From an optimization exercise on the open Yosys and OpenROAD flow, aimed at small area, a short achievable clock period and few clock cycles per item; shortcuts taken in it are not production practice. The RTL was checked by simulation tests, not by an equivalence proof against the original design.

==> design.v <==
    function automatic logic [7:0] get_byte(input logic [127:0] b, input integer n);
        get_byte = b[8*(15-n) +: 8];
    endfunction
    function automatic logic [31:0] get_word(input logic [127:0] b, input integer k);
        get_word = {get_byte(b, k + 12), get_byte(b, k + 8), get_byte(b, k + 4), get_byte(b, k)};
    endfunction
    function automatic logic [7:0] rcon(input logic [3:0] i);
        case (i)
            4'd1:    rcon = 8'h01;
            4'd2:    rcon = 8'h02;
            4'd3:    rcon = 8'h04;
            4'd4:    rcon = 8'h08;
            4'd5:    rcon = 8'h10;
            4'd6:    rcon = 8'h20;
            4'd7:    rcon = 8'h40;
            4'd8:    rcon = 8'h80;
            4'd9:    rcon = 8'h1b;
            4'd10:   rcon = 8'h36;
            default: rcon = 8'h00;
        endcase
    endfunction
`timescale 1ns/1ps
module aes_dec_regs (
    input  logic         clk,
    input  logic         avs_read_i,
    input  logic         avs_write_i,
    input  logic [3:0]   avs_address_i,
    input  logic [31:0]  avs_writedata_i,
    input  logic         decrypt_busy_i,
    input  logic         key_ready_i,
    input  logic [127:0] plaintext_i,
    output logic [31:0]  avs_readdata_o,
    output logic         avs_waitrequest_o,
    output logic         expand_start_o,
    output logic         key_write_o,
    output logic         decrypt_start_o,
    output logic [127:0] cipher_key_o,
    output logic [127:0] ciphertext_o
);
    function automatic logic [7:0] get_byte(input logic [127:0] b, input integer n);
        get_byte = b[8*(15-n) +: 8];
    endfunction
    function automatic logic [31:0] get_word(input logic [127:0] b, input integer k);
        get_word = {get_byte(b, k + 12), get_byte(b, k + 8), get_byte(b, k + 4), get_byte(b, k)};
    endfunction
    function automatic logic [7:0] rcon(input logic [3:0] i);
        case (i)
            4'd1:    rcon = 8'h01;
            4'd2:    rcon = 8'h02;
            4'd3:    rcon = 8'h04;
            4'd4:    rcon = 8'h08;
            4'd5:    rcon = 8'h10;
            4'd6:    rcon = 8'h20;
            4'd7:    rcon = 8'h40;
            4'd8:    rcon = 8'h80;
            4'd9:    rcon = 8'h1b;
            4'd10:   rcon = 8'h36;
            default: rcon = 8'h00;
        endcase
    endfunction
    logic [3:0]   addr;
    logic         sel_key;
    logic         sel_ct;
    logic         sel_exp;
    logic         sel_dec;
    logic         wr_acc;
    logic [127:0] key_q;
    logic [127:0] ct_q;
    assign addr    = avs_address_i;
    assign sel_key = (addr[3:2] == 2'd0);
    assign sel_ct  = (addr[3:2] == 2'd1);
    assign sel_exp = (addr == 4'(8));
    assign sel_dec = (addr == 4'(9));
    assign avs_waitrequest_o = (avs_read_i  && sel_key && decrypt_busy_i) ||
                               (avs_write_i && (sel_key || sel_exp) && decrypt_busy_i) ||
                               (avs_write_i && sel_dec && !key_ready_i);
    assign wr_acc          = avs_write_i && !avs_waitrequest_o;
    assign expand_start_o  = wr_acc && sel_exp;
    assign decrypt_start_o = wr_acc && sel_dec;
    assign key_write_o     = wr_acc && sel_key;
    always_ff @(posedge clk) begin
        for (int k = 0; k < 4; k++) begin
            for (int i = 0; i < 4; i++) begin
                if (wr_acc && sel_key && addr[1:0] == 2'(k)) begin
                    key_q[8*(15-(k+4*i)) +: 8] <= avs_writedata_i[8*i +: 8];
                end
                if (wr_acc && sel_ct && addr[1:0] == 2'(k)) begin
                    ct_q[8*(15-(k+4*i)) +: 8] <= avs_writedata_i[8*i +: 8];
                end
            end
        end
    end
    assign cipher_key_o = key_q;
    assign ciphertext_o = ct_q;
    always_comb begin
        avs_readdata_o = '0;
        if (sel_key) begin
            avs_readdata_o = get_word(plaintext_i, addr[1:0]);
        end
    end
endmodule
`timescale 1ns/1ps
module aes_key_expand (
    input  logic         clk,
    input  logic         rst_n,
    input  logic         expand_start_i,
    input  logic         decrypt_start_i,
    input  logic         decrypt_busy_i,
    input  logic         key_write_i,
    input  logic [127:0] cipher_key_i,
    output logic         key_ready_o,
    output logic         last_round_o,
    output logic [127:0] whiten_key_o,
    output logic [127:0] round_key_o
);
    function automatic logic [7:0] get_byte(input logic [127:0] b, input integer n);
        get_byte = b[8*(15-n) +: 8];
    endfunction
    function automatic logic [31:0] get_word(input logic [127:0] b, input integer k);
        get_word = {get_byte(b, k + 12), get_byte(b, k + 8), get_byte(b, k + 4), get_byte(b, k)};
    endfunction
    function automatic logic [7:0] rcon(input logic [3:0] i);
        case (i)
            4'd1:    rcon = 8'h01;
            4'd2:    rcon = 8'h02;
            4'd3:    rcon = 8'h04;
            4'd4:    rcon = 8'h08;
            4'd5:    rcon = 8'h10;
            4'd6:    rcon = 8'h20;
            4'd7:    rcon = 8'h40;
            4'd8:    rcon = 8'h80;
            4'd9:    rcon = 8'h1b;
            4'd10:   rcon = 8'h36;
            default: rcon = 8'h00;
        endcase
    endfunction
    localparam logic [3:0] LAST_IDX = 4'(10);
    logic [127:0] rk_q;      
    logic [3:0]   idx_q;
    logic [31:0]  sub_q;     
    logic         clean_q;   
    logic         walk;      
    logic         last;      
    logic         fast;      
    logic         fwd;       
    logic         step_back;
    logic [31:0]  k0, k1, k2, k3;
    logic [31:0]  sub;
    logic [31:0]  w0;
    logic [127:0] fwd_key;
    logic [127:0] bwd_key;
    assign {k0, k1, k2, k3} = rk_q;
    assign walk      = !decrypt_busy_i && (idx_q != LAST_IDX);
    assign last      = decrypt_busy_i && (idx_q == 4'd1);
    assign fast      = last && clean_q;
    assign fwd       = walk || fast;
    assign step_back = decrypt_start_i || (decrypt_busy_i && idx_q != 4'd1);
    for (genvar i = 0; i < 4; i++) begin : g_sbox
        aes_sbox u_sbox (.x(sub_q[8*((i+3)%4) +: 8]), .y(sub[8*i +: 8]));
    end
    assign w0      = k0 ^ sub ^ {rcon(fwd ? idx_q + 4'd1 : idx_q), 24'h000000};
    assign fwd_key = {w0, k1 ^ w0, k2 ^ k1 ^ w0, k3 ^ k2 ^ k1 ^ w0};
    assign bwd_key = {w0, k0 ^ k1, k1 ^ k2, k2 ^ k3};
    always_ff @(posedge clk) begin
        if (!rst_n) begin
            idx_q <= LAST_IDX;
        end else if (expand_start_i) begin
            idx_q <= 4'd0;
        end else if (step_back) begin
            idx_q <= idx_q - 4'd1;
        end else if (fwd) begin
            idx_q <= idx_q + 4'd1;
        end
    end
    always_ff @(posedge clk) begin
        if (!rst_n) begin
            clean_q <= 1'b0;
        end else if (expand_start_i) begin
            clean_q <= 1'b1;
        end else if (key_write_i) begin
            clean_q <= 1'b0;
        end
    end
    always_ff @(posedge clk) begin
        if (expand_start_i) begin
            rk_q  <= cipher_key_i;
            sub_q <= cipher_key_i[31:0];
        end else if (step_back) begin
            rk_q  <= bwd_key;
            if (idx_q == 4'd2 && clean_q) begin
                sub_q <= k3 ^ k2;              
            end else begin
                sub_q <= k3 ^ k1;              
            end
        end else if (last && !clean_q) begin
            sub_q <= k3;                       
        end else if (fwd) begin
            rk_q  <= fwd_key;
            if (idx_q == LAST_IDX - 4'd1) begin
                sub_q <= k3;                   
            end else begin
                sub_q <= fwd_key[31:0];
            end
        end
    end
    assign key_ready_o  = (idx_q == LAST_IDX) && !decrypt_busy_i;
    assign last_round_o = (idx_q == 4'd1);
    assign whiten_key_o = rk_q;
    assign round_key_o  = {fast ? cipher_key_i[127:96] : w0, bwd_key[95:0]};
endmodule
`timescale 1ns/1ps
module aes_dec_core (
    input  logic         clk,
    input  logic         rst_n,
    input  logic         decrypt_start_i,
    input  logic         last_round_i,
    input  logic [127:0] ciphertext_i,
    input  logic [127:0] whiten_key_i,
    input  logic [127:0] round_key_i,
    output logic         decrypt_busy_o,
    output logic [127:0] plaintext_o
);
    function automatic logic [7:0] get_byte(input logic [127:0] b, input integer n);
        get_byte = b[8*(15-n) +: 8];
    endfunction
    function automatic logic [31:0] get_word(input logic [127:0] b, input integer k);
        get_word = {get_byte(b, k + 12), get_byte(b, k + 8), get_byte(b, k + 4), get_byte(b, k)};
    endfunction
    function automatic logic [7:0] rcon(input logic [3:0] i);
        case (i)
            4'd1:    rcon = 8'h01;
            4'd2:    rcon = 8'h02;
            4'd3:    rcon = 8'h04;
            4'd4:    rcon = 8'h08;
            4'd5:    rcon = 8'h10;
            4'd6:    rcon = 8'h20;
            4'd7:    rcon = 8'h40;
            4'd8:    rcon = 8'h80;
            4'd9:    rcon = 8'h1b;
            4'd10:   rcon = 8'h36;
            default: rcon = 8'h00;
        endcase
    endfunction
    logic         busy_q;
    logic [127:0] state_q;
    logic [127:0] imc;
    logic [127:0] sub_in;
    logic [127:0] nxt;
    for (genvar c = 0; c < 4; c++) begin : g_imc
        aes_imc_col u_imc (
            .a({state_q[127-32*c-24 -: 8], state_q[127-32*c-16 -: 8],
                state_q[127-32*c-8 -: 8], state_q[127-32*c -: 8]}),
            .y({imc[127-32*c-24 -: 8], imc[127-32*c-16 -: 8],
                imc[127-32*c-8 -: 8], imc[127-32*c -: 8]})
        );
    end
    assign sub_in = busy_q ? imc : (ciphertext_i ^ whiten_key_i);
    for (genvar r = 0; r < 4; r++) begin : g_row
        for (genvar c = 0; c < 4; c++) begin : g_col
            aes_inv_sbox_ark u_isbox (
                .x({round_key_i[8*(15-(r+4*c)) +: 8],
                    sub_in[8*(15-(r+4*((c+4-r)%4))) +: 8]}),
                .y(nxt[8*(15-(r+4*c)) +: 8])
            );
        end
    end
    always_ff @(posedge clk) begin
        if (!rst_n) begin
            busy_q <= 1'b0;
        end else if (decrypt_start_i) begin
            busy_q <= 1'b1;
        end else if (last_round_i) begin
            busy_q <= 1'b0;
        end
    end
    always_ff @(posedge clk) begin
        if (decrypt_start_i || busy_q) begin
            state_q <= nxt;
        end
    end
    assign decrypt_busy_o = busy_q;
    assign plaintext_o    = state_q;
endmodule
module aes_g_xor(input logic a, input logic b, output logic y);
    assign y = a ^ b;
endmodule
module aes_g_xnor(input logic a, input logic b, output logic y);
    assign y = ~(a ^ b);
endmodule
module aes_g_and(input logic a, input logic b, output logic y);
    assign y = a & b;
endmodule
module aes_g_nand(input logic a, input logic b, output logic y);
    assign y = ~(a & b);
endmodule
module aes_g_or(input logic a, input logic b, output logic y);
    assign y = a | b;
endmodule
module aes_g_nor(input logic a, input logic b, output logic y);
    assign y = ~(a | b);
endmodule
module aes_g_andn(input logic a, input logic b, output logic y);
    assign y = ~a & b;
endmodule
module aes_g_nandn(input logic a, input logic b, output logic y);
    assign y = a | ~b;
endmodule
module aes_inv_sbox_ark (
    input  logic [15:0] x,
    output logic [7:0] y
);
    logic P0, P1, P2, P3, P4, P5, P6, P7, P8, P9, P10, P11;
    logic P12, P13, P14, P15, P16, P17, P18, P19, P20, P21, P22, P23;
    logic P24, P25, P26, P27, P28, P29, M1, M2, M3, M4, M5, M6;
    logic M7, M8, M9, M10, M11, M12, M13, M14, M15, M16, M17, M18;
    logic M19, M20, M21, M22, M23, M24, M25, M26, M27, M28, M29, M30;
    logic M31, M32, M33, M34, M35, M36, M37, M38, M39, M40, M41, M42;
    logic M43, M44, M45, M46, M47, M48, M49, M50, M51, M52, M53, M54;
    logic M55, M56, M57, M58, M59, M60, M61, M62, M63, Q0, Q1, Q2;
    logic Q3, Q4, Q5, Q6, Q7, Q8, Q9, Q10, Q11, Q12, Q13, Q14;
    logic Q15, Q16, Q17, Q18, Q19, Q20, Q21, Q22, Q23, Q24, Q25, Q26;
    logic Q27, Q28, Q29, Q30, Q31, Q32, Q33, Q34, Q35, Q36, Q37, Q38;
    logic Q39, Q40, Q41, Q42;
    aes_g_xor u0 (.a(x[4]), .b(x[6]), .y(P0));
    aes_g_xor u1 (.a(x[0]), .b(x[1]), .y(P1));
    aes_g_xnor u2 (.a(x[3]), .b(x[4]), .y(P2));
    aes_g_xor u3 (.a(x[6]), .b(x[7]), .y(P3));
    aes_g_xor u4 (.a(P0), .b(P1), .y(P4));
    aes_g_xor u5 (.a(x[2]), .b(x[5]), .y(P5));
    aes_g_xor u6 (.a(x[0]), .b(x[3]), .y(P6));
    aes_g_xor u7 (.a(x[3]), .b(x[6]), .y(P7));
    aes_g_xor u8 (.a(x[7]), .b(P0), .y(P8));
    aes_g_xor u9 (.a(P1), .b(P3), .y(P9));
    aes_g_xor u10 (.a(x[1]), .b(x[2]), .y(P10));
    aes_g_xor u11 (.a(x[0]), .b(x[5]), .y(P11));
    aes_g_xor u12 (.a(x[2]), .b(x[3]), .y(P12));
    aes_g_xor u13 (.a(x[2]), .b(x[7]), .y(P13));
    aes_g_xnor u14 (.a(x[4]), .b(x[7]), .y(P14));
    aes_g_xor u15 (.a(x[1]), .b(x[5]), .y(P15));
    aes_g_xnor u16 (.a(P3), .b(P6), .y(P16));
    aes_g_xor u17 (.a(x[7]), .b(P5), .y(P17));
    aes_g_xnor u18 (.a(x[5]), .b(P2), .y(P18));
    aes_g_xor u19 (.a(P7), .b(P15), .y(P19));
    aes_g_xor u20 (.a(P1), .b(P7), .y(P20));
    aes_g_xor u21 (.a(P0), .b(P11), .y(P21));
    aes_g_xor u22 (.a(P1), .b(P2), .y(P22));
    aes_g_xnor u23 (.a(P2), .b(P10), .y(P23));
    aes_g_xnor u24 (.a(P0), .b(P5), .y(P24));
    aes_g_xnor u25 (.a(x[0]), .b(P2), .y(P25));
    aes_g_xor u26 (.a(P4), .b(P13), .y(P26));
    aes_g_xor u27 (.a(P9), .b(P12), .y(P27));
    aes_g_xor u28 (.a(x[3]), .b(P8), .y(P28));
    aes_g_xnor u29 (.a(x[5]), .b(P4), .y(P29));
    aes_g_nor u30 (.a(P9), .b(P24), .y(M1));
    aes_g_nor u31 (.a(P14), .b(P8), .y(M2));
    aes_g_xnor u32 (.a(P27), .b(M1), .y(M3));
    aes_g_nor u33 (.a(P4), .b(P17), .y(M4));
    aes_g_xor u34 (.a(M4), .b(M1), .y(M5));
    aes_g_nor u35 (.a(P22), .b(P19), .y(M6));
    aes_g_nor u36 (.a(P0), .b(P25), .y(M7));
    aes_g_xnor u37 (.a(P21), .b(M6), .y(M8));
    aes_g_nor u38 (.a(P20), .b(P29), .y(M9));
    aes_g_xor u39 (.a(M9), .b(M6), .y(M10));
    aes_g_nor u40 (.a(P2), .b(P26), .y(M11));
    aes_g_nor u41 (.a(P28), .b(P23), .y(M12));
    aes_g_xor u42 (.a(M12), .b(M11), .y(M13));
    aes_g_nor u43 (.a(P3), .b(P16), .y(M14));
    aes_g_xor u44 (.a(M14), .b(M11), .y(M15));
    aes_g_xor u45 (.a(M3), .b(M2), .y(M16));
    aes_g_xnor u46 (.a(M5), .b(P6), .y(M17));
    aes_g_xor u47 (.a(M8), .b(M7), .y(M18));
    aes_g_xor u48 (.a(M10), .b(M15), .y(M19));
    aes_g_xor u49 (.a(M16), .b(M13), .y(M20));
    aes_g_xor u50 (.a(M17), .b(M15), .y(M21));
    aes_g_xor u51 (.a(M18), .b(M13), .y(M22));
    aes_g_xnor u52 (.a(M19), .b(P18), .y(M23));
    aes_g_xnor u53 (.a(M22), .b(M23), .y(M24));
    aes_g_nand u54 (.a(M22), .b(M20), .y(M25));
    aes_g_xor u55 (.a(M21), .b(M25), .y(M26));
    aes_g_xnor u56 (.a(M20), .b(M21), .y(M27));
    aes_g_xor u57 (.a(M23), .b(M25), .y(M28));
    aes_g_nor u58 (.a(M28), .b(M27), .y(M29));
    aes_g_nor u59 (.a(M26), .b(M24), .y(M30));
    aes_g_nand u60 (.a(M20), .b(M23), .y(M31));
    aes_g_nor u61 (.a(M27), .b(M31), .y(M32));
    aes_g_xor u62 (.a(M27), .b(M25), .y(M33));
    aes_g_nand u63 (.a(M21), .b(M22), .y(M34));
    aes_g_nor u64 (.a(M24), .b(M34), .y(M35));
    aes_g_xor u65 (.a(M24), .b(M25), .y(M36));
    aes_g_xnor u66 (.a(M21), .b(M29), .y(M37));
    aes_g_xnor u67 (.a(M32), .b(M33), .y(M38));
    aes_g_xnor u68 (.a(M23), .b(M30), .y(M39));
    aes_g_xnor u69 (.a(M35), .b(M36), .y(M40));
    aes_g_xnor u70 (.a(M38), .b(M40), .y(M41));
    aes_g_xnor u71 (.a(M37), .b(M39), .y(M42));
    aes_g_xnor u72 (.a(M37), .b(M38), .y(M43));
    aes_g_xnor u73 (.a(M39), .b(M40), .y(M44));
    aes_g_xnor u74 (.a(M42), .b(M41), .y(M45));
    aes_g_nor u75 (.a(M44), .b(P24), .y(M46));
    aes_g_nor u76 (.a(M40), .b(P8), .y(M47));
    aes_g_nor u77 (.a(M39), .b(P17), .y(M48));
    aes_g_nor u78 (.a(M43), .b(P19), .y(M49));
    aes_g_nor u79 (.a(M38), .b(P25), .y(M50));
    aes_g_nor u80 (.a(M37), .b(P29), .y(M51));
    aes_g_nor u81 (.a(M42), .b(P26), .y(M52));
    aes_g_nor u82 (.a(M45), .b(P23), .y(M53));
    aes_g_nor u83 (.a(M41), .b(P16), .y(M54));
    aes_g_nor u84 (.a(M44), .b(P9), .y(M55));
    aes_g_nor u85 (.a(M40), .b(P14), .y(M56));
    aes_g_nor u86 (.a(M39), .b(P4), .y(M57));
    aes_g_nor u87 (.a(M43), .b(P22), .y(M58));
    aes_g_nor u88 (.a(M38), .b(P0), .y(M59));
    aes_g_nor u89 (.a(M37), .b(P20), .y(M60));
    aes_g_nor u90 (.a(M42), .b(P2), .y(M61));
    aes_g_nor u91 (.a(M45), .b(P28), .y(M62));
    aes_g_nor u92 (.a(M41), .b(P3), .y(M63));
    aes_g_xor u93 (.a(M52), .b(M61), .y(Q0));
    aes_g_xor u94 (.a(M58), .b(Q0), .y(Q1));
    aes_g_xor u95 (.a(M59), .b(Q1), .y(Q2));
    aes_g_xor u96 (.a(M54), .b(M62), .y(Q3));
    aes_g_xor u97 (.a(M47), .b(M50), .y(Q4));
    aes_g_xor u98 (.a(M48), .b(M56), .y(Q5));
    aes_g_xor u99 (.a(Q2), .b(Q3), .y(Q6));
    aes_g_xor u100 (.a(M57), .b(M63), .y(Q7));
    aes_g_xor u101 (.a(M60), .b(Q4), .y(Q8));
    aes_g_xor u102 (.a(M49), .b(Q5), .y(Q9));
    aes_g_xor u103 (.a(M46), .b(M51), .y(Q10));
    aes_g_xor u104 (.a(M50), .b(M53), .y(Q11));
    aes_g_xor u105 (.a(Q8), .b(Q9), .y(Q12));
    aes_g_xor u106 (.a(Q2), .b(Q11), .y(Q13));
    aes_g_xor u107 (.a(M59), .b(x[14]), .y(Q14));
    aes_g_xor u108 (.a(M54), .b(M63), .y(Q15));
    aes_g_xor u109 (.a(M48), .b(x[12]), .y(Q16));
    aes_g_xor u110 (.a(M51), .b(x[15]), .y(Q17));
    aes_g_xor u111 (.a(M57), .b(x[13]), .y(Q18));
    aes_g_xor u112 (.a(x[10]), .b(Q4), .y(Q19));
    aes_g_xor u113 (.a(M55), .b(M61), .y(Q20));
    aes_g_xor u114 (.a(Q5), .b(Q7), .y(Q21));
    aes_g_xor u115 (.a(M49), .b(Q17), .y(Q22));
    aes_g_xor u116 (.a(M55), .b(Q15), .y(Q23));
    aes_g_xor u117 (.a(M49), .b(x[9]), .y(Q24));
    aes_g_xor u118 (.a(x[8]), .b(Q7), .y(Q25));
    aes_g_xor u119 (.a(M46), .b(Q16), .y(Q26));
    aes_g_xor u120 (.a(Q10), .b(Q19), .y(Q27));
    aes_g_xor u121 (.a(Q14), .b(Q23), .y(Q28));
    aes_g_xor u122 (.a(x[11]), .b(Q10), .y(Q29));
    aes_g_xor u123 (.a(Q20), .b(Q25), .y(Q30));
    aes_g_xor u124 (.a(M62), .b(Q24), .y(Q31));
    aes_g_xor u125 (.a(Q3), .b(Q12), .y(Q32));
    aes_g_xor u126 (.a(Q21), .b(Q29), .y(Q33));
    aes_g_xor u127 (.a(Q0), .b(Q12), .y(Q34));
    aes_g_xor u128 (.a(Q1), .b(Q18), .y(Q35));
    aes_g_xor u129 (.a(Q28), .b(Q34), .y(Q36));
    aes_g_xor u130 (.a(Q32), .b(Q35), .y(Q37));
    aes_g_xor u131 (.a(Q13), .b(Q33), .y(Q38));
    aes_g_xor u132 (.a(Q13), .b(Q31), .y(Q39));
    aes_g_xor u133 (.a(Q6), .b(Q26), .y(Q40));
    aes_g_xor u134 (.a(Q6), .b(Q22), .y(Q41));
    aes_g_xor u135 (.a(Q6), .b(Q27), .y(Q42));
    assign y[0] = Q30;
    assign y[1] = Q39;
    assign y[2] = Q42;
    assign y[3] = Q38;
    assign y[4] = Q40;
    assign y[5] = Q37;
    assign y[6] = Q36;
    assign y[7] = Q41;
endmodule
module aes_sbox (
    input  logic [7:0] x,
    output logic [7:0] y
);
    logic T1, T2, T3, T4, T5, T6, T7, T8, T9, T10, T11, T12;
    logic T13, T14, T15, T16, T17, T18, T19, T20, T21, T22, T23, T24;
    logic T25, T26, T27, M1, M2, M3, M4, M5, M6, M7, M8, M9;
    logic M10, M11, M12, M13, M14, M15, M16, M17, M18, M19, M20, M21;
    logic M22, M23, M24, M25, M26, M27, M28, M29, M30, M31, M32, M33;
    logic M34, M35, M36, M37, M38, M39, M40, M41, M42, M43, M44, M45;
    logic M46, M47, M48, M49, M50, M51, M52, M53, M54, M55, M56, M57;
    logic M58, M59, M60, M61, M62, M63, L0, L1, L2, L3, L4, L5;
    logic L6, L7, L8, L9, L10, L11, L12, L13, L14, L15, L16, L17;
    logic L18, L19, L20, L21, L22, L23, L24, L25, L26, L27, L28, L29;
    logic S0, S1, S2, S3, S4, S5, S6, S7;
    aes_g_xnor u0 (.a(x[7]), .b(x[4]), .y(T1));
    aes_g_xnor u1 (.a(x[7]), .b(x[2]), .y(T2));
    aes_g_xnor u2 (.a(x[7]), .b(x[1]), .y(T3));
    aes_g_xnor u3 (.a(x[4]), .b(x[2]), .y(T4));
    aes_g_xor u4 (.a(x[3]), .b(x[1]), .y(T5));
    aes_g_xor u5 (.a(T1), .b(T5), .y(T6));
    aes_g_xor u6 (.a(x[6]), .b(x[5]), .y(T7));
    aes_g_xor u7 (.a(x[0]), .b(T6), .y(T8));
    aes_g_xnor u8 (.a(x[0]), .b(T7), .y(T9));
    aes_g_xor u9 (.a(T6), .b(T7), .y(T10));
    aes_g_xor u10 (.a(x[6]), .b(x[2]), .y(T11));
    aes_g_xor u11 (.a(x[5]), .b(x[2]), .y(T12));
    aes_g_xnor u12 (.a(T3), .b(T4), .y(T13));
    aes_g_xnor u13 (.a(T6), .b(T11), .y(T14));
    aes_g_xnor u14 (.a(T5), .b(T11), .y(T15));
    aes_g_xnor u15 (.a(T5), .b(T12), .y(T16));
    aes_g_xnor u16 (.a(T9), .b(T16), .y(T17));
    aes_g_xor u17 (.a(x[4]), .b(x[0]), .y(T18));
    aes_g_xor u18 (.a(T7), .b(T18), .y(T19));
    aes_g_xor u19 (.a(T1), .b(T19), .y(T20));
    aes_g_xor u20 (.a(x[1]), .b(x[0]), .y(T21));
    aes_g_xnor u21 (.a(T7), .b(T21), .y(T22));
    aes_g_xnor u22 (.a(T2), .b(T22), .y(T23));
    aes_g_xor u23 (.a(T2), .b(T10), .y(T24));
    aes_g_xor u24 (.a(T20), .b(T17), .y(T25));
    aes_g_xor u25 (.a(T3), .b(T16), .y(T26));
    aes_g_xor u26 (.a(T1), .b(T12), .y(T27));
    aes_g_nor u27 (.a(T13), .b(T6), .y(M1));
    aes_g_nor u28 (.a(T23), .b(T8), .y(M2));
    aes_g_xor u29 (.a(T14), .b(M1), .y(M3));
    aes_g_nand u30 (.a(T19), .b(x[0]), .y(M4));
    aes_g_xnor u31 (.a(M4), .b(M1), .y(M5));
    aes_g_nor u32 (.a(T3), .b(T16), .y(M6));
    aes_g_nor u33 (.a(T22), .b(T9), .y(M7));
    aes_g_xor u34 (.a(T26), .b(M6), .y(M8));
    aes_g_nor u35 (.a(T20), .b(T17), .y(M9));
    aes_g_xor u36 (.a(M9), .b(M6), .y(M10));
    aes_g_nor u37 (.a(T1), .b(T15), .y(M11));
    aes_g_nor u38 (.a(T4), .b(T27), .y(M12));
    aes_g_xor u39 (.a(M12), .b(M11), .y(M13));
    aes_g_nor u40 (.a(T2), .b(T10), .y(M14));
    aes_g_xor u41 (.a(M14), .b(M11), .y(M15));
    aes_g_xor u42 (.a(M3), .b(M2), .y(M16));
    aes_g_xor u43 (.a(M5), .b(T24), .y(M17));
    aes_g_xor u44 (.a(M8), .b(M7), .y(M18));
    aes_g_xor u45 (.a(M10), .b(M15), .y(M19));
    aes_g_xor u46 (.a(M16), .b(M13), .y(M20));
    aes_g_xor u47 (.a(M17), .b(M15), .y(M21));
    aes_g_xor u48 (.a(M18), .b(M13), .y(M22));
    aes_g_xor u49 (.a(M19), .b(T25), .y(M23));
    aes_g_xnor u50 (.a(M22), .b(M23), .y(M24));
    aes_g_nand u51 (.a(M22), .b(M20), .y(M25));
    aes_g_xor u52 (.a(M21), .b(M25), .y(M26));
    aes_g_xnor u53 (.a(M20), .b(M21), .y(M27));
    aes_g_xor u54 (.a(M23), .b(M25), .y(M28));
    aes_g_nor u55 (.a(M28), .b(M27), .y(M29));
    aes_g_nor u56 (.a(M26), .b(M24), .y(M30));
    aes_g_nand u57 (.a(M20), .b(M23), .y(M31));
    aes_g_nor u58 (.a(M27), .b(M31), .y(M32));
    aes_g_xor u59 (.a(M27), .b(M25), .y(M33));
    aes_g_nand u60 (.a(M21), .b(M22), .y(M34));
    aes_g_nor u61 (.a(M24), .b(M34), .y(M35));
    aes_g_xor u62 (.a(M24), .b(M25), .y(M36));
    aes_g_xnor u63 (.a(M21), .b(M29), .y(M37));
    aes_g_xnor u64 (.a(M32), .b(M33), .y(M38));
    aes_g_xor u65 (.a(M23), .b(M30), .y(M39));
    aes_g_xnor u66 (.a(M35), .b(M36), .y(M40));
    aes_g_xnor u67 (.a(M38), .b(M40), .y(M41));
    aes_g_xor u68 (.a(M37), .b(M39), .y(M42));
    aes_g_xnor u69 (.a(M37), .b(M38), .y(M43));
    aes_g_xor u70 (.a(M39), .b(M40), .y(M44));
    aes_g_xnor u71 (.a(M42), .b(M41), .y(M45));
    aes_g_nor u72 (.a(M44), .b(T6), .y(M46));
    aes_g_nor u73 (.a(M40), .b(T8), .y(M47));
    aes_g_nand u74 (.a(M39), .b(x[0]), .y(M48));
    aes_g_nor u75 (.a(M43), .b(T16), .y(M49));
    aes_g_nor u76 (.a(M38), .b(T9), .y(M50));
    aes_g_nor u77 (.a(M37), .b(T17), .y(M51));
    aes_g_nor u78 (.a(M42), .b(T15), .y(M52));
    aes_g_nor u79 (.a(M45), .b(T27), .y(M53));
    aes_g_nor u80 (.a(M41), .b(T10), .y(M54));
    aes_g_nor u81 (.a(M44), .b(T13), .y(M55));
    aes_g_nor u82 (.a(M40), .b(T23), .y(M56));
    aes_g_nand u83 (.a(M39), .b(T19), .y(M57));
    aes_g_nor u84 (.a(M43), .b(T3), .y(M58));
    aes_g_nor u85 (.a(M38), .b(T22), .y(M59));
    aes_g_nor u86 (.a(M37), .b(T20), .y(M60));
    aes_g_nor u87 (.a(M42), .b(T1), .y(M61));
    aes_g_nor u88 (.a(M45), .b(T4), .y(M62));
    aes_g_nor u89 (.a(M41), .b(T2), .y(M63));
    aes_g_xor u90 (.a(M61), .b(M62), .y(L0));
    aes_g_xor u91 (.a(M50), .b(M56), .y(L1));
    aes_g_xnor u92 (.a(M46), .b(M48), .y(L2));
    aes_g_xor u93 (.a(M47), .b(M55), .y(L3));
    aes_g_xor u94 (.a(M54), .b(M58), .y(L4));
    aes_g_xor u95 (.a(M49), .b(M61), .y(L5));
    aes_g_xor u96 (.a(M62), .b(L5), .y(L6));
    aes_g_xor u97 (.a(M46), .b(L3), .y(L7));
    aes_g_xor u98 (.a(M51), .b(M59), .y(L8));
    aes_g_xor u99 (.a(M52), .b(M53), .y(L9));
    aes_g_xor u100 (.a(M53), .b(L4), .y(L10));
    aes_g_xor u101 (.a(M60), .b(L2), .y(L11));
    aes_g_xnor u102 (.a(M48), .b(M51), .y(L12));
    aes_g_xor u103 (.a(M50), .b(L0), .y(L13));
    aes_g_xor u104 (.a(M52), .b(M61), .y(L14));
    aes_g_xor u105 (.a(M55), .b(L1), .y(L15));
    aes_g_xor u106 (.a(M56), .b(L0), .y(L16));
    aes_g_xnor u107 (.a(M57), .b(L1), .y(L17));
    aes_g_xor u108 (.a(M58), .b(L8), .y(L18));
    aes_g_xor u109 (.a(M63), .b(L4), .y(L19));
    aes_g_xor u110 (.a(L0), .b(L1), .y(L20));
    aes_g_xor u111 (.a(L1), .b(L7), .y(L21));
    aes_g_xor u112 (.a(L3), .b(L12), .y(L22));
    aes_g_xor u113 (.a(L18), .b(L2), .y(L23));
    aes_g_xor u114 (.a(L15), .b(L9), .y(L24));
    aes_g_xor u115 (.a(L6), .b(L10), .y(L25));
    aes_g_xor u116 (.a(L7), .b(L9), .y(L26));
    aes_g_xor u117 (.a(L8), .b(L10), .y(L27));
    aes_g_xor u118 (.a(L11), .b(L14), .y(L28));
    aes_g_xor u119 (.a(L11), .b(L17), .y(L29));
    aes_g_xor u120 (.a(L6), .b(L24), .y(S0));
    aes_g_xnor u121 (.a(L16), .b(L26), .y(S1));
    aes_g_xnor u122 (.a(L19), .b(L28), .y(S2));
    aes_g_xor u123 (.a(L6), .b(L21), .y(S3));
    aes_g_xor u124 (.a(L20), .b(L22), .y(S4));
    aes_g_xor u125 (.a(L25), .b(L29), .y(S5));
    aes_g_xnor u126 (.a(L13), .b(L27), .y(S6));
    aes_g_xnor u127 (.a(L6), .b(L23), .y(S7));
    assign y[0] = S7;
    assign y[1] = S6;
    assign y[2] = S5;
    assign y[3] = S4;
    assign y[4] = S3;
    assign y[5] = S2;
    assign y[6] = S1;
    assign y[7] = S0;
endmodule
module aes_imc_col (
    input  logic [31:0] a,
    output logic [31:0] y
);
    logic T0, T1, T2, T3, T4, T5, T6, T7, T8, T9, T10, T11;
    logic T12, T13, T14, T15, T16, T17, T18, T19, T20, T21, T22, T23;
    logic T24, T25, T26, T27, T28, T29, T30, T31, T32, T33, T34, T35;
    logic T36, T37, T38, T39, T40, T41, T42, T43, T44, T45, T46, T47;
    logic T48, T49, T50, T51, T52, T53, T54, T55, T56, T57, T58, T59;
    logic T60, T61, T62, T63, T64, T65, T66, T67, T68, T69, T70, T71;
    logic T72, T73, T74, T75, T76, T77, T78, T79, T80, T81, T82, T83;
    logic T84, T85, T86, T87, T88, T89, T90, T91, T92, T93, T94, T95;
    logic T96, T97, T98, T99, T100, T101, T102, T103, T104, T105, T106, T107;
    logic T108, T109, T110, T111, T112, T113, T114, T115, T116, T117, T118, T119;
    logic T120, T121, T122, T123, T124, T125, T126, T127, T128, T129, T130, T131;
    logic T132, T133, T134, T135, T136, T137, T138, T139, T140, T141, T142, T143;
    logic T144, T145, T146, T147, T148, T149, T150, T151, T152, T153, T154, T155;
    logic T156, T157, T158, T159, T160, T161, T162, T163, T164, T165, T166, T167;
    logic T168, T169, T170, T171, T172;
    aes_g_xor u0 (.a(a[13]), .b(a[29]), .y(T0));
    aes_g_xor u1 (.a(a[5]), .b(a[21]), .y(T1));
    aes_g_xor u2 (.a(a[6]), .b(a[22]), .y(T2));
    aes_g_xor u3 (.a(a[14]), .b(a[30]), .y(T3));
    aes_g_xor u4 (.a(T0), .b(T1), .y(T4));
    aes_g_xor u5 (.a(a[11]), .b(a[23]), .y(T5));
    aes_g_xor u6 (.a(a[7]), .b(a[27]), .y(T6));
    aes_g_xor u7 (.a(a[19]), .b(a[31]), .y(T7));
    aes_g_xor u8 (.a(a[3]), .b(a[15]), .y(T8));
    aes_g_xor u9 (.a(a[18]), .b(T3), .y(T9));
    aes_g_xor u10 (.a(a[10]), .b(T2), .y(T10));
    aes_g_xor u11 (.a(a[1]), .b(T4), .y(T11));
    aes_g_xor u12 (.a(a[9]), .b(a[25]), .y(T12));
    aes_g_xor u13 (.a(a[4]), .b(a[20]), .y(T13));
    aes_g_xor u14 (.a(a[12]), .b(a[28]), .y(T14));
    aes_g_xor u15 (.a(a[0]), .b(a[16]), .y(T15));
    aes_g_xor u16 (.a(a[8]), .b(a[24]), .y(T16));
    aes_g_xor u17 (.a(a[26]), .b(T10), .y(T17));
    aes_g_xor u18 (.a(a[2]), .b(T9), .y(T18));
    aes_g_xor u19 (.a(T5), .b(T7), .y(T19));
    aes_g_xor u20 (.a(T6), .b(T8), .y(T20));
    aes_g_xor u21 (.a(a[17]), .b(T12), .y(T21));
    aes_g_xor u22 (.a(a[7]), .b(a[23]), .y(T22));
    aes_g_xor u23 (.a(a[15]), .b(a[31]), .y(T23));
    aes_g_xor u24 (.a(a[17]), .b(T2), .y(T24));
    aes_g_xor u25 (.a(T15), .b(T16), .y(T25));
    aes_g_xor u26 (.a(T13), .b(T14), .y(T26));
    aes_g_xor u27 (.a(T19), .b(T20), .y(T27));
    aes_g_xor u28 (.a(T3), .b(T4), .y(T28));
    aes_g_xor u29 (.a(T11), .b(T21), .y(T29));
    aes_g_xor u30 (.a(T17), .b(T18), .y(T30));
    aes_g_xor u31 (.a(T11), .b(T24), .y(T31));
    aes_g_xor u32 (.a(a[15]), .b(a[23]), .y(T32));
    aes_g_xor u33 (.a(a[7]), .b(a[31]), .y(T33));
    aes_g_xor u34 (.a(a[23]), .b(a[31]), .y(T34));
    aes_g_xor u35 (.a(a[7]), .b(a[15]), .y(T35));
    aes_g_xor u36 (.a(a[2]), .b(a[17]), .y(T36));
    aes_g_xor u37 (.a(T5), .b(T8), .y(T37));
    aes_g_xor u38 (.a(a[4]), .b(T7), .y(T38));
    aes_g_xor u39 (.a(T5), .b(T6), .y(T39));
    aes_g_xor u40 (.a(T15), .b(T23), .y(T40));
    aes_g_xor u41 (.a(T2), .b(T14), .y(T41));
    aes_g_xor u42 (.a(T3), .b(T13), .y(T42));
    aes_g_xor u43 (.a(T2), .b(T16), .y(T43));
    aes_g_xor u44 (.a(T16), .b(T22), .y(T44));
    aes_g_xor u45 (.a(T0), .b(T8), .y(T45));
    aes_g_xor u46 (.a(T1), .b(T23), .y(T46));
    aes_g_xor u47 (.a(T0), .b(T22), .y(T47));
    aes_g_xor u48 (.a(a[26]), .b(T25), .y(T48));
    aes_g_xor u49 (.a(T1), .b(T39), .y(T49));
    aes_g_xor u50 (.a(T4), .b(T43), .y(T50));
    aes_g_xor u51 (.a(a[6]), .b(T26), .y(T51));
    aes_g_xor u52 (.a(a[22]), .b(T26), .y(T52));
    aes_g_xor u53 (.a(T17), .b(T40), .y(T53));
    aes_g_xor u54 (.a(T18), .b(T44), .y(T54));
    aes_g_xor u55 (.a(T27), .b(T41), .y(T55));
    aes_g_xor u56 (.a(T28), .b(T32), .y(T56));
    aes_g_xor u57 (.a(T27), .b(T42), .y(T57));
    aes_g_xor u58 (.a(a[13]), .b(a[30]), .y(T58));
    aes_g_xor u59 (.a(a[5]), .b(a[22]), .y(T59));
    aes_g_xor u60 (.a(a[4]), .b(a[28]), .y(T60));
    aes_g_xor u61 (.a(a[7]), .b(a[30]), .y(T61));
    aes_g_xor u62 (.a(a[1]), .b(a[9]), .y(T62));
    aes_g_xor u63 (.a(a[12]), .b(a[20]), .y(T63));
    aes_g_xor u64 (.a(a[1]), .b(a[25]), .y(T64));
    aes_g_xor u65 (.a(a[21]), .b(a[29]), .y(T65));
    aes_g_xor u66 (.a(a[14]), .b(a[23]), .y(T66));
    aes_g_xor u67 (.a(a[5]), .b(a[14]), .y(T67));
    aes_g_xor u68 (.a(a[8]), .b(a[16]), .y(T68));
    aes_g_xor u69 (.a(a[3]), .b(a[10]), .y(T69));
    aes_g_xor u70 (.a(a[2]), .b(a[19]), .y(T70));
    aes_g_xor u71 (.a(a[15]), .b(a[30]), .y(T71));
    aes_g_xor u72 (.a(a[12]), .b(a[21]), .y(T72));
    aes_g_xor u73 (.a(a[0]), .b(a[8]), .y(T73));
    aes_g_xor u74 (.a(a[11]), .b(a[18]), .y(T74));
    aes_g_xor u75 (.a(a[5]), .b(a[28]), .y(T75));
    aes_g_xor u76 (.a(a[16]), .b(a[24]), .y(T76));
    aes_g_xor u77 (.a(a[9]), .b(a[24]), .y(T77));
    aes_g_xor u78 (.a(a[9]), .b(a[26]), .y(T78));
    aes_g_xor u79 (.a(a[14]), .b(a[31]), .y(T79));
    aes_g_xor u80 (.a(a[25]), .b(T3), .y(T80));
    aes_g_xor u81 (.a(T7), .b(T69), .y(T81));
    aes_g_xor u82 (.a(T15), .b(T33), .y(T82));
    aes_g_xor u83 (.a(T34), .b(T68), .y(T83));
    aes_g_xor u84 (.a(a[24]), .b(T15), .y(T84));
    aes_g_xor u85 (.a(a[12]), .b(T13), .y(T85));
    aes_g_xor u86 (.a(a[29]), .b(T63), .y(T86));
    aes_g_xor u87 (.a(a[16]), .b(T35), .y(T87));
    aes_g_xor u88 (.a(T33), .b(T76), .y(T88));
    aes_g_xor u89 (.a(T6), .b(T12), .y(T89));
    aes_g_xor u90 (.a(a[0]), .b(T35), .y(T90));
    aes_g_xor u91 (.a(T7), .b(T75), .y(T91));
    aes_g_xor u92 (.a(a[28]), .b(T13), .y(T92));
    aes_g_xor u93 (.a(a[21]), .b(T58), .y(T93));
    aes_g_xor u94 (.a(T6), .b(T14), .y(T94));
    aes_g_xor u95 (.a(a[13]), .b(T59), .y(T95));
    aes_g_xor u96 (.a(a[27]), .b(T36), .y(T96));
    aes_g_xor u97 (.a(a[29]), .b(T67), .y(T97));
    aes_g_xor u98 (.a(T12), .b(T70), .y(T98));
    aes_g_xor u99 (.a(T3), .b(T12), .y(T99));
    aes_g_xor u100 (.a(a[20]), .b(T14), .y(T100));
    aes_g_xor u101 (.a(a[6]), .b(T65), .y(T101));
    aes_g_xor u102 (.a(a[0]), .b(T34), .y(T102));
    aes_g_xor u103 (.a(a[13]), .b(T60), .y(T103));
    aes_g_xor u104 (.a(a[8]), .b(T82), .y(T104));
    aes_g_xor u105 (.a(T9), .b(T25), .y(T105));
    aes_g_xor u106 (.a(T38), .b(T94), .y(T106));
    aes_g_xor u107 (.a(a[20]), .b(T45), .y(T107));
    aes_g_xor u108 (.a(T19), .b(T92), .y(T108));
    aes_g_xor u109 (.a(T10), .b(T96), .y(T109));
    aes_g_xor u110 (.a(T45), .b(T72), .y(T110));
    aes_g_xor u111 (.a(a[25]), .b(T83), .y(T111));
    aes_g_xor u112 (.a(T20), .b(T74), .y(T112));
    aes_g_xor u113 (.a(T4), .b(T81), .y(T113));
    aes_g_xor u114 (.a(T46), .b(T61), .y(T114));
    aes_g_xor u115 (.a(T10), .b(T64), .y(T115));
    aes_g_xor u116 (.a(T88), .b(T99), .y(T116));
    aes_g_xor u117 (.a(T37), .b(T98), .y(T117));
    aes_g_xor u118 (.a(T24), .b(T78), .y(T118));
    aes_g_xor u119 (.a(T37), .b(T100), .y(T119));
    aes_g_xor u120 (.a(T46), .b(T66), .y(T120));
    aes_g_xor u121 (.a(T47), .b(T79), .y(T121));
    aes_g_xor u122 (.a(T77), .b(T90), .y(T122));
    aes_g_xor u123 (.a(T36), .b(T80), .y(T123));
    aes_g_xor u124 (.a(T20), .b(T85), .y(T124));
    aes_g_xor u125 (.a(T19), .b(T25), .y(T125));
    aes_g_xor u126 (.a(T9), .b(T62), .y(T126));
    aes_g_xor u127 (.a(T21), .b(T73), .y(T127));
    aes_g_xor u128 (.a(T47), .b(T71), .y(T128));
    aes_g_xor u129 (.a(T11), .b(T116), .y(T129));
    aes_g_xor u130 (.a(T50), .b(T102), .y(T130));
    aes_g_xor u131 (.a(T28), .b(T117), .y(T131));
    aes_g_xor u132 (.a(T89), .b(T105), .y(T132));
    aes_g_xor u133 (.a(T18), .b(T106), .y(T133));
    aes_g_xor u134 (.a(T49), .b(T103), .y(T134));
    aes_g_xor u135 (.a(T52), .b(T121), .y(T135));
    aes_g_xor u136 (.a(T51), .b(T128), .y(T136));
    aes_g_xor u137 (.a(T109), .b(T125), .y(T137));
    aes_g_xor u138 (.a(T52), .b(T114), .y(T138));
    aes_g_xor u139 (.a(T48), .b(T112), .y(T139));
    aes_g_xor u140 (.a(T51), .b(T120), .y(T140));
    aes_g_xor u141 (.a(T18), .b(T119), .y(T141));
    aes_g_xor u142 (.a(T38), .b(T110), .y(T142));
    aes_g_xor u143 (.a(T50), .b(T87), .y(T143));
    aes_g_xor u144 (.a(T49), .b(T86), .y(T144));
    aes_g_xor u145 (.a(T28), .b(T104), .y(T145));
    aes_g_xor u146 (.a(T17), .b(T124), .y(T146));
    aes_g_xor u147 (.a(T91), .b(T107), .y(T147));
    aes_g_xor u148 (.a(T17), .b(T108), .y(T148));
    aes_g_xor u149 (.a(T11), .b(T137), .y(T149));
    aes_g_xor u150 (.a(T55), .b(T93), .y(T150));
    aes_g_xor u151 (.a(T53), .b(T123), .y(T151));
    aes_g_xor u152 (.a(T29), .b(T146), .y(T152));
    aes_g_xor u153 (.a(T54), .b(T118), .y(T153));
    aes_g_xor u154 (.a(T53), .b(T126), .y(T154));
    aes_g_xor u155 (.a(T56), .b(T84), .y(T155));
    aes_g_xor u156 (.a(T56), .b(T127), .y(T156));
    aes_g_xor u157 (.a(T30), .b(T142), .y(T157));
    aes_g_xor u158 (.a(T30), .b(T147), .y(T158));
    aes_g_xor u159 (.a(T29), .b(T148), .y(T159));
    aes_g_xor u160 (.a(T55), .b(T97), .y(T160));
    aes_g_xor u161 (.a(T31), .b(T139), .y(T161));
    aes_g_xor u162 (.a(T48), .b(T131), .y(T162));
    aes_g_xor u163 (.a(T30), .b(T144), .y(T163));
    aes_g_xor u164 (.a(T29), .b(T133), .y(T164));
    aes_g_xor u165 (.a(T54), .b(T115), .y(T165));
    aes_g_xor u166 (.a(T30), .b(T134), .y(T166));
    aes_g_xor u167 (.a(T31), .b(T122), .y(T167));
    aes_g_xor u168 (.a(T29), .b(T141), .y(T168));
    aes_g_xor u169 (.a(T57), .b(T101), .y(T169));
    aes_g_xor u170 (.a(T31), .b(T111), .y(T170));
    aes_g_xor u171 (.a(T113), .b(T132), .y(T171));
    aes_g_xor u172 (.a(T57), .b(T95), .y(T172));
    assign y[0] = T143;
    assign y[1] = T156;
    assign y[2] = T154;
    assign y[3] = T149;
    assign y[4] = T168;
    assign y[5] = T157;
    assign y[6] = T172;
    assign y[7] = T140;
    assign y[8] = T155;
    assign y[9] = T170;
    assign y[10] = T153;
    assign y[11] = T171;
    assign y[12] = T159;
    assign y[13] = T163;
    assign y[14] = T150;
    assign y[15] = T135;
    assign y[16] = T130;
    assign y[17] = T129;
    assign y[18] = T151;
    assign y[19] = T161;
    assign y[20] = T164;
    assign y[21] = T158;
    assign y[22] = T169;
    assign y[23] = T138;
    assign y[24] = T145;
    assign y[25] = T167;
    assign y[26] = T165;
    assign y[27] = T162;
    assign y[28] = T152;
    assign y[29] = T166;
    assign y[30] = T160;
    assign y[31] = T136;
endmodule
`timescale 1ns/1ps
module aes_dec_top (
    input  logic        clk,
    input  logic        rst_n,
    input  logic        avs_read_i,
    input  logic        avs_write_i,
    input  logic [3:0]  avs_address_i,
    input  logic [31:0] avs_writedata_i,
    output logic [31:0] avs_readdata_o,
    output logic        avs_waitrequest_o
);
    logic         expand_start;
    logic         key_write;
    logic         decrypt_start;
    logic         decrypt_busy;
    logic         key_ready;
    logic         last_round;
    logic [127:0] cipher_key;
    logic [127:0] ciphertext;
    logic [127:0] plaintext;
    logic [127:0] whiten_key;
    logic [127:0] round_key;
    aes_dec_regs i_aes_dec_regs (
        .clk               (clk),
        .avs_read_i        (avs_read_i),
        .avs_write_i       (avs_write_i),
        .avs_address_i     (avs_address_i),
        .avs_writedata_i   (avs_writedata_i),
        .decrypt_busy_i    (decrypt_busy),
        .key_ready_i       (key_ready),
        .plaintext_i       (plaintext),
        .avs_readdata_o    (avs_readdata_o),
        .avs_waitrequest_o (avs_waitrequest_o),
        .expand_start_o    (expand_start),
        .key_write_o       (key_write),
        .decrypt_start_o   (decrypt_start),
        .cipher_key_o      (cipher_key),
        .ciphertext_o      (ciphertext)
    );
    aes_key_expand i_aes_key_expand (
        .clk             (clk),
        .rst_n           (rst_n),
        .expand_start_i  (expand_start),
        .decrypt_start_i (decrypt_start),
        .decrypt_busy_i  (decrypt_busy),
        .key_write_i     (key_write),
        .cipher_key_i    (cipher_key),
        .key_ready_o     (key_ready),
        .last_round_o    (last_round),
        .whiten_key_o    (whiten_key),
        .round_key_o     (round_key)
    );
    aes_dec_core i_aes_dec_core (
        .clk             (clk),
        .rst_n           (rst_n),
        .decrypt_start_i (decrypt_start),
        .last_round_i    (last_round),
        .ciphertext_i    (ciphertext),
        .whiten_key_i    (whiten_key),
        .round_key_i     (round_key),
        .decrypt_busy_o  (decrypt_busy),
        .plaintext_o     (plaintext)
    );
endmodule
==> run.sh <==
#!/bin/bash
# synth_recipe.tcl (not shown) runs the flow's synth.tcl, then flattens the netlist and writes it again
# the make line also repeats each setting of config.mk as NAME=value (left out here)
make -C /OpenROAD-flow-scripts/flow DESIGN_CONFIG=/design/flow/config.mk WORK_HOME=/design/flow/orfs CLKGATE_MAP_FILE= SYNTH_SCRIPT=/design/flow/synth_recipe.tcl finish
==> config.mk <==
export PLATFORM = sky130hd
export DESIGN_NAME = aes_dec_top
export DESIGN_NICKNAME = aes_dec_top
export VERILOG_FILES = /design/flow/design.v
export SDC_FILE = /design/flow/constraint.sdc
export NUM_CORES = 8
export LEC_CHECK = 0
export CAP_MARGIN = 20
export CORE_MARGIN = 2
export CORE_UTILIZATION = 30
export SETUP_SLACK_MARGIN = 1.4
export SLEW_MARGIN = 20
export SYNTH_HIERARCHICAL = 1
==> constraint.sdc <==
create_clock -name core_clock -period 9.0 [get_ports {clk}]
set_input_delay 1.8000 -clock core_clock [delete_from_list [all_inputs] [get_ports {clk}]]
set_output_delay 1.8000 -clock core_clock [all_outputs]
set_load 0.01 [all_outputs]
==> results of run 1 <==
[kinds of logic after synthesis]
logic type	Yosys count
xor gates and xnor gates	3124
and+or+nand+nor	1281
DFF	550
buffers and inverters	471
AOI/OAI and AO/OA	378
muxes	128
adders and majority gates	4
[cells in the mapped netlist, drive strengths merged, types with 4 or more instances]
library cell / count / area (um2)
a211oi: 4 / 42.5
a21oi: 20 / 100
a22oi: 5 / 42.5
and2: 5 / 31.3
and3: 6 / 37.5
buf: 331 / 2540
clkbuf: 121 / 454
dfxtp: 6 / 120
edfxtp: 544 / 16300
ha: 4 / 50.1
inv: 18 / 67.6
mux2: 54 / 608
mux2i: 42 / 420
mux4: 32 / 732
nand2: 427 / 1600
nand2b: 4 / 30.0
nand3: 14 / 70.1
nand3b: 5 / 37.5
nor2: 701 / 2630
nor2b: 35 / 226
nor3: 38 / 195
nor3b: 27 / 208
o2111ai: 4 / 35.0
o21ai: 259 / 1610
o22ai: 48 / 300
or3: 6 / 37.5
xnor2: 718 / 6290
xnor3: 7 / 158
xor2: 2399 / 21000
[state kept, by name, summed over array words and instances, names as in the netlist]
name / flops
i_aes_dec_core.busy_q: 1
i_aes_key_expand.clean_q: 1
i_aes_key_expand.sub_q: 32
i_aes_dec_core.state_q: 128
i_aes_dec_regs.ct_q: 128
i_aes_dec_regs.key_q: 128
i_aes_key_expand.rk_q: 128
i_aes_key_expand.idx_q: 4
[through the flow]
step                std cells  hold WS, ns  utilization  area [um2]
global route             8253        0.541        0.331       62000
floorplan                5936        0.498            -       56500
finish                   8260        0.503        0.331       62000
detailed placement       8111        0.510        0.309       58000
CTS                      8232        0.501        0.323       60400
global placement         8109        0.502        0.309       57900
[per-module statistics from Yosys (local to each module, per instance), excerpt]
module            times used  area [um2]  cells  flip-flops and latches
aes_g_xnor               480        8.76      1                       0
aes_dec_regs               1        8840    355                     256
aes_inv_sbox_ark          16        60.1      8                       0
aes_g_nand                72        3.75      1                       0
aes_g_nor                608        3.75      1                       0
aes_g_xor               2220        8.76      1                       0
aes_sbox                   4        60.1      8                       0
aes_imc_col                4         240     32                       0
[metal layers]
metal  part of all wire  vias to the layer above  global-route usage  wire [um]
met4              0.048                        6              0.0802       9170
met3              0.070                      326              0.0302      13300
met2               0.47                     1508               0.313      88700
li1                   -                    18300                   -          -
met5            0.00030                        -                   0         57
met1               0.42                    19600               0.250      79400
[layout make-up]
| cell class | instances | area [um2] |
|---|---|---|
| sequential | 550 | 16500 |
| antenna | 7 | 17.5 |
| inverter | 19 | 71.3 |
| clock buffer | 83 | 1810 |
| fill | 19000 | 125000 |
| clock inverter | 38 | 388 |
| multi-input combinational | 4915 | 38700 |
| timing repair buffer | 153 | 1430 |
| tap | 2495 | 3120 |
[repair_timing]
| action | CTS | global route |
|---|---|---|
| gates resized for setup | 40 | 182 |
| endpoints found under the setup margin | 86 | 126 |
| pin swaps | 1 | 9 |
| setup buffers | 0 | 18 |
[final timing paths]
kind,end,slack [ns],depth (start not counted)
worst min register to register,i_aes_key_expand.rk_q[91],0.50,2
worst min-delay path,i_aes_key_expand.rk_q[91],0.50,2
worst max-delay path,i_aes_dec_core.state_q[98],1.67,24
worst max register to register,i_aes_dec_core.state_q[98],1.67,24
[tightest hold or removal path, cell delays in order, from the launching register on]
cell	delay [ns]
edfxtp_1	0.32
nand2_1	0.05
o21ai_0	0.06
==> flow_summary.toml, run 1 <==
[clocking]
cts_buffer_depth = 3
cts_inserted_buffers = 69
cts_root_buffer = "clkbuf_16"
htreeDepth = 3
clock_latency_ns = 0.67
clkTransAtPathRegs_ns = 0.06
cts.sinks = 550
postCtsHoldBufs = 0
tritoncts = "built"

[synthesis]
yosys.area_share.simple = 0.0927
synth_compound_area_frac = 0.0436
synth.avg_cell_area_um2 = 9.51
syn-num-nets = 5980
synth_top_family_by_area = "XOR/XNOR gates"
yosys_warnings = 9
synth_xor_area_frac = 0.486
synth.mux.area_fraction = 0.0312
synth.distinct_cells = 77
synth_area_um2 = 56500
postSynthCellCount = 5936
synth_edf_count = 544
async_flop_share = 0
ys.flop_type = "edfxtp_1"
ys_seq_area_frac = 0.291
ys_ff_latch = 550
synthAdderAreaFrac = 0.000886

[floorplan]
io_pins = 73
fp.dieH_um = 438
coreArea_um2 = 187000
die_w_um = 438
initial_core_util = 0.301
rows = 159
die_area_um2 = 192000

[worst_setup_path]
worstPathRequired_ns = 9.37
crit_path_cell_trace = "xor2_2 > xor2_2 > xor2_2 > xor2_1 > xor2_1 > nand2_1 > o21ai_2 > xor2_2 > xor2_2 > xor2_1 > nor2_1 > xor2_1 > xor2_1 > xnor2_2 > xnor2_1 > nor2_1 > xnor2_2 > xnor2_1 > nor2_1 > xor2_1 > xor2_1 > xor2_1 > xor2_1 > xor2_1"
cp_top_family = "XOR/XNOR gates"
end_kind = "register"
worst_path_largest_cell_delay_ns = 0.51
arrival_ns = 7.70
criticalPathCategory = "reg -> reg"
cp-start-kind = "register"
cp_common_cell = "xor2_1"
cp_num_buf_inv = 0
crit_path_top_delay_cell = "edfxtp_1"
critPathMaxFanout = 5
rr_startpoint = "i_aes_dec_core.state_q[77]"
setup.worst_path.start = "i_aes_dec_core.state_q[77]"

[global_route]
grt_pass1_wl_um = 271000
antenna_found_initial = 14
grt_max_degree = 137
grt_usage = 0.191
grt_pass1_vias = 38900
overflow = 0

[routing]
ant_nets = 0
first_pass_iters = 6
avgViaCountPerCell = 4.82
drc = 0
vias = 39800
first_iter_violations = 4103
totalWireLength_um = 191000
wl_per_cell_um = 23.1

[placement]
pre_cts_ws_ns = 0.747
gp_congestion = 0.953
port_buffers = 72
hpwl_um = 149000

[cells_and_area]
area_delta_synth_final_pct = 9.82
layout_common_cells = "2258 x xor2_1, 696 x nor2_1, 668 x xnor2_1"
nets = 5752
layout-drive-gt1-share = 0.101
final_common_cell = "xor2_1"

[timing]
hold_viol = 0
max_freq_mhz = 136
max_slew.worst_pin.slew_ns = 1.24
period_share = 0.814
clock_skew_ns = 0.0483
rsz0062_at_grt = "yes"
slew_viol_final = 0
worst_slack_ns = 1.67
min_period_ns = 7.33
relSlewSlack = 0.171
final-setup-viol-count = 0
tns_ns = 0

[run_status]
status = "timing/DRC/antenna clean"

[hold_path]
hp-start = "i_aes_dec_regs.key_q[91]"
min_path_type = "reg -> reg"

[run]
cap_violations = 0
Testbench counts, summed over its fixed seeds: cycles 18,222, blocks 895.
==> run 2, diff against run 1 <==
--- a/design.v
+++ b/design.v
@@ -139,3 +139,2 @@
     logic [3:0]   idx_q;
-    logic [31:0]  sub_q;     
     logic         clean_q;   
@@ -145,9 +144,14 @@
     logic         fwd;       
+    logic         fwd_q;     
+    logic         fast_q;    
     logic         step_back;
-    logic [31:0]  k0, k1, k2, k3;
+    logic         busy_d;
+    logic [3:0]   idx_d;
+    logic         clean_d;
+    logic [31:0]  k0, k1, k2, k3p;
+    logic [31:0]  sub_in;
     logic [31:0]  sub;
-    logic [31:0]  w0;
-    logic [127:0] fwd_key;
-    logic [127:0] bwd_key;
-    assign {k0, k1, k2, k3} = rk_q;
+    logic [31:0]  t;
+    logic [127:0] nxt_key;
+    assign {k0, k1, k2, k3p} = rk_q;
     assign walk      = !decrypt_busy_i && (idx_q != LAST_IDX);
@@ -157,26 +161,35 @@
     assign step_back = decrypt_start_i || (decrypt_busy_i && idx_q != 4'd1);
+    assign sub_in = fwd_q ? (k2 ^ k3p) : k3p;
     for (genvar i = 0; i < 4; i++) begin : g_sbox
-        aes_sbox u_sbox (.x(sub_q[8*((i+3)%4) +: 8]), .y(sub[8*i +: 8]));
+        aes_sbox u_sbox (.x(sub_in[8*((i+3)%4) +: 8]), .y(sub[8*i +: 8]));
     end
-    assign w0      = k0 ^ sub ^ {rcon(fwd ? idx_q + 4'd1 : idx_q), 24'h000000};
-    assign fwd_key = {w0, k1 ^ w0, k2 ^ k1 ^ w0, k3 ^ k2 ^ k1 ^ w0};
-    assign bwd_key = {w0, k0 ^ k1, k1 ^ k2, k2 ^ k3};
-    always_ff @(posedge clk) begin
-        if (!rst_n) begin
-            idx_q <= LAST_IDX;
-        end else if (expand_start_i) begin
-            idx_q <= 4'd0;
+    assign t = k0 ^ sub ^ {rcon(fwd_q ? idx_q + 4'd1 : idx_q), 24'h000000};
+    assign nxt_key = {t,
+                      k1 ^ (fwd ? t : k0),
+                      k1 ^ k2 ^ (fwd ? t : 32'h0),
+                      k2 ^ k3p ^ (fwd ? 32'h0 : k1)};
+    always_comb begin
+        if (expand_start_i) begin
+            idx_d = 4'd0;
         end else if (step_back) begin
-            idx_q <= idx_q - 4'd1;
+            idx_d = idx_q - 4'd1;
         end else if (fwd) begin
-            idx_q <= idx_q + 4'd1;
+            idx_d = idx_q + 4'd1;
+        end else begin
+            idx_d = idx_q;
         end
     end
+    assign clean_d = expand_start_i || (clean_q && !key_write_i);
+    assign busy_d = decrypt_start_i || (decrypt_busy_i && !last);
     always_ff @(posedge clk) begin
         if (!rst_n) begin
+            idx_q   <= LAST_IDX;
             clean_q <= 1'b0;
-        end else if (expand_start_i) begin
-            clean_q <= 1'b1;
-        end else if (key_write_i) begin
-            clean_q <= 1'b0;
+            fwd_q   <= 1'b0;
+            fast_q  <= 1'b0;
+        end else begin
+            idx_q   <= idx_d;
+            clean_q <= clean_d;
+            fwd_q   <= (!busy_d && idx_d != LAST_IDX) || (busy_d && idx_d == 4'd1 && clean_d);
+            fast_q  <= busy_d && idx_d == 4'd1 && clean_d;
         end
@@ -185,20 +198,5 @@
         if (expand_start_i) begin
-            rk_q  <= cipher_key_i;
-            sub_q <= cipher_key_i[31:0];
-        end else if (step_back) begin
-            rk_q  <= bwd_key;
-            if (idx_q == 4'd2 && clean_q) begin
-                sub_q <= k3 ^ k2;              
-            end else begin
-                sub_q <= k3 ^ k1;              
-            end
-        end else if (last && !clean_q) begin
-            sub_q <= k3;                       
-        end else if (fwd) begin
-            rk_q  <= fwd_key;
-            if (idx_q == LAST_IDX - 4'd1) begin
-                sub_q <= k3;                   
-            end else begin
-                sub_q <= fwd_key[31:0];
-            end
+            rk_q <= {cipher_key_i[127:32], cipher_key_i[63:32] ^ cipher_key_i[31:0]};
+        end else if (step_back || fwd) begin
+            rk_q <= nxt_key;
         end
@@ -207,4 +205,4 @@
     assign last_round_o = (idx_q == 4'd1);
-    assign whiten_key_o = rk_q;
-    assign round_key_o  = {fast ? cipher_key_i[127:96] : w0, bwd_key[95:0]};
+    assign whiten_key_o = {k0, k1, k2, k2 ^ k3p};
+    assign round_key_o  = {fast_q ? cipher_key_i[127:96] : t, k0 ^ k1, k1 ^ k2, k3p};
 endmodule
--- a/config.mk
+++ b/config.mk
@@ -10,3 +10,3 @@
 export CORE_UTILIZATION = 30
-export SETUP_SLACK_MARGIN = 1.4
+export SETUP_SLACK_MARGIN = 1.8
 export SLEW_MARGIN = 20
==> flow_summary.toml, run 2 <==
[worst_setup_path]
cp-start-kind = "register"
end_kind = "register"
worstPathRequired_ns = 9.40
arrival_ns = 7.44
critPathMaxFanout = 5
r2r_cells = 27
criticalPathCategory = "reg -> reg"

[timing]
max_slew.worst_pin.slew_ns = 1.26
worst_slack_ns = 1.96
tns_ns = 0
hold_viol = 0
clock_skew_ns = 0.0255
relSlewSlack = 0.148
holdWs_ns = 0.525
rsz0062_at_grt = "yes"
slew_viol_final = 0
period_share = 0.782
max_freq_mhz = 142
min_period_ns = 7.04
final-setup-viol-count = 0

[routing]
ant_nets = 0
vias = 36900
avgViaCountPerCell = 4.68
first_iter_violations = 3527
drc = 0
first_pass_iters = 5
totalWireLength_um = 178000
wl_per_cell_um = 22.5

[clocking]
cts.sinks = 520
clock_latency_ns = 0.67
tritoncts = "built"
cts_buffer_depth = 3
postCtsHoldBufs = 0
cts_inserted_buffers = 61
htreeDepth = 2
clkTransAtPathRegs_ns = 0.06
cts_root_buffer = "clkbuf_16"

[global_route]
antenna_found_initial = 14
grt_pass1_vias = 36600
grt_usage = 0.190
grt_pass1_wl_um = 254000
overflow = 0
grt_max_degree = 102

[floorplan]
die_area_um2 = 182000
coreArea_um2 = 178000
io_pins = 73
die_w_um = 426
fp.dieH_um = 426
rows = 155
initial_core_util = 0.301

[placement]
port_buffers = 72
gp_congestion = 0.970
placed_area_um2 = 55000
hpwl_um = 141000
place_inst = 7662
pre_cts_ws_ns = 0.477

[synthesis]
ys.flop_type = "edfxtp_1"
netlist_top_cells_count = "2457 x xor2_1, 665 x xnor2_1, 624 x nor2_1"
synth_edf_count = 512
synth_most_common_cell = "xor2_1"
yosysTopAreaCell = "xor2_1"
yosys_warnings = 9
syn-num-nets = 5605
ys_ff_latch = 520
ys_seq_area_frac = 0.290
synth.avg_cell_area_um2 = 9.63
synth_area_leaders = "xor2_1 40%, edfxtp_1 29%, xnor2_1 11%, nor2_1 4.4%, buf_4 4.1%"
postSynthCellCount = 5557
synth_area_um2 = 53500
async_flop_share = 0
synth_top_area_share = 0.402
synth.distinct_cells = 64

[cells_and_area]
area_delta_synth_final_pct = 15.4
nets = 5533
layout_common_cells = "2175 x xor2_1, 607 x nor2_1, 560 x xnor2_1"
fin_area_um2 = 61800
fin_util = 0.347
final_cells = 7892
fill_cells = 17800
layout-drive-gt1-share = 0.159
final_common_cell = "xor2_1"

[run]
cap_violations = 0

[run_status]
status = "timing/DRC/antenna clean"

[hold_path]
min_path_type = "reg -> reg"
whs_path_depth = 2
## run 2: cell count changes after synthesis, moves of 14 or more
cell	before	now
edfxtp_1	544	512
o22ai_1	48	0
clkbuf_1	121	40
mux2i_1	42	2
xor2_1	2399	2457
nor2_1	701	624
nor3b_1	26	5
o21ai_1	11	35
xnor2_1	718	665
a21oi_1	20	6
o21ai_0	164	120
nor3_1	37	12
## run 2: logic make-up after synthesis
kind of cell               share of synthesized area
muxes                                         0.0250
and+or+nand+nor                               0.0867
xor gates and xnor gates                       0.511
DFF                                            0.290
AOI/OAI and AO/OA                             0.0336
adders and majority gates                    0.00187
buffers and inverters                         0.0516
## run 2: area by class of cell
| type | count | area, um2 | share of cell area |
|---|---|---|---|
| Sequential cell | 520 | 15500 | 0.252 |
| Clock buffer | 74 | 1580 | 0.0255 |
| Multi-Input combinational cell | 4647 | 39200 | 0.634 |
| Tap cell | 2355 | 2950 | 0.0477 |
| Timing Repair Buffer | 242 | 2080 | 0.0338 |
| Clock inverter | 37 | 395 | 0.00640 |
| Inverter | 13 | 48.8 | 0.000790 |
| Antenna cell | 4 | 10.0 | 0.000162 |
## run 2: final timing paths
path | startpoint | end | slack [ns]
min reg2reg | i_aes_dec_regs.key_q[72] | i_aes_key_expand.rk_q[72] | 0.52
max | i_aes_dec_core.state_q[29] | i_aes_dec_core.state_q[73] | 1.96
min | i_aes_dec_regs.key_q[72] | i_aes_key_expand.rk_q[72] | 0.52
max reg2reg | i_aes_dec_core.state_q[29] | i_aes_dec_core.state_q[73] | 1.96
## run 2: routing by layer
layer | share of wire | vias up | GRT usage | wire (um)
met2 | 0.48 | 1218 | 0.315 | 84700
met1 | 0.42 | 18300 | 0.256 | 75500
met4 | 0.034 | 4 | 0.0543 | 6020
li1 | - | 17100 | - | -
met3 | 0.066 | 236 | 0.0251 | 11700
met5 | 0.00018 | - | 0 | 32
## run 2: Yosys stat by module, one instance, submodules excluded, excerpt
module            area, um2  flops+latches  copies in the design
aes_key_expand         9610            135                     1
aes_imc_col             240              0                     4
aes_g_nor              3.75              0                   608
aes_inv_sbox_ark       60.1              0                    16
aes_dec_regs           8840            256                     1
aes_sbox               60.1              0                     4
aes_g_xnor             8.76              0                   480
aes_g_xor              8.76              0                  2220
aes_dec_core           6730            129                     1
aes_g_nand             3.75              0                    72
## run 2: repair_timing
action | in CTS | in global routing
gates cloned | 0 | 0
gates resized for setup | 194 | 327
endpoints found under the hold margin | 0 | 0
buffers inserted | 10 | 104
endpoints found under the setup margin | 142 | 136
pin swaps | 12 | 67
## run 2: worst max-delay path, stage by stage, from the launching register on
cell	delay, ns
edfxtp_1	0.54
xor2_2	0.32
xor2_2	0.16
buf_4	0.21
xor2_4	0.26
xor2_1	0.25
buf_4	0.18
xor2_1	0.30
nand2_1	0.19
o21ai_2	0.24
xor2_4	0.34
xor2_2	0.28
xor2_1	0.34
nor2_1	0.10
xor2_1	0.25
xor2_1	0.32
nand2_1	0.22
xor2_1	0.21
nor2_1	0.20
xnor2_2	0.16
xnor2_1	0.29
nor2_1	0.12
xor2_1	0.28
xor2_1	0.28
xor2_1	0.19
buf_4	0.16
xor2_1	0.24
xor2_1	0.11
Testbench counts of run 2, summed over its fixed seeds: cycles 18,222, blocks 895.

## static timing again, ports no longer ideal
The results above use ideal ports. As a check the final layouts listed here were re-extracted and re-timed, cells and wires unchanged. Step 1 sets driving cells, clkbuf_16 on the clock port and buf_2 on the other inputs (assumed; they add their load-dependent delay and slew). Step 2 moves the port delays by t, midway between the first and last clock arrival at a register: inputs arrive t later, outputs are due t later. That takes back most of the time a late clock gives input paths. Three values: ideal ports, drivers, drivers and shift; two values: the first two.
run	t, ns	slack for setup (ns)	worst slew at a driven data input, ns
run 1	0.718	1.671 / 1.671 / 1.671	0.11
run 2	0.747	1.958 / 1.958 / 1.958	0.10
After both steps setup and hold are still met in every run listed.
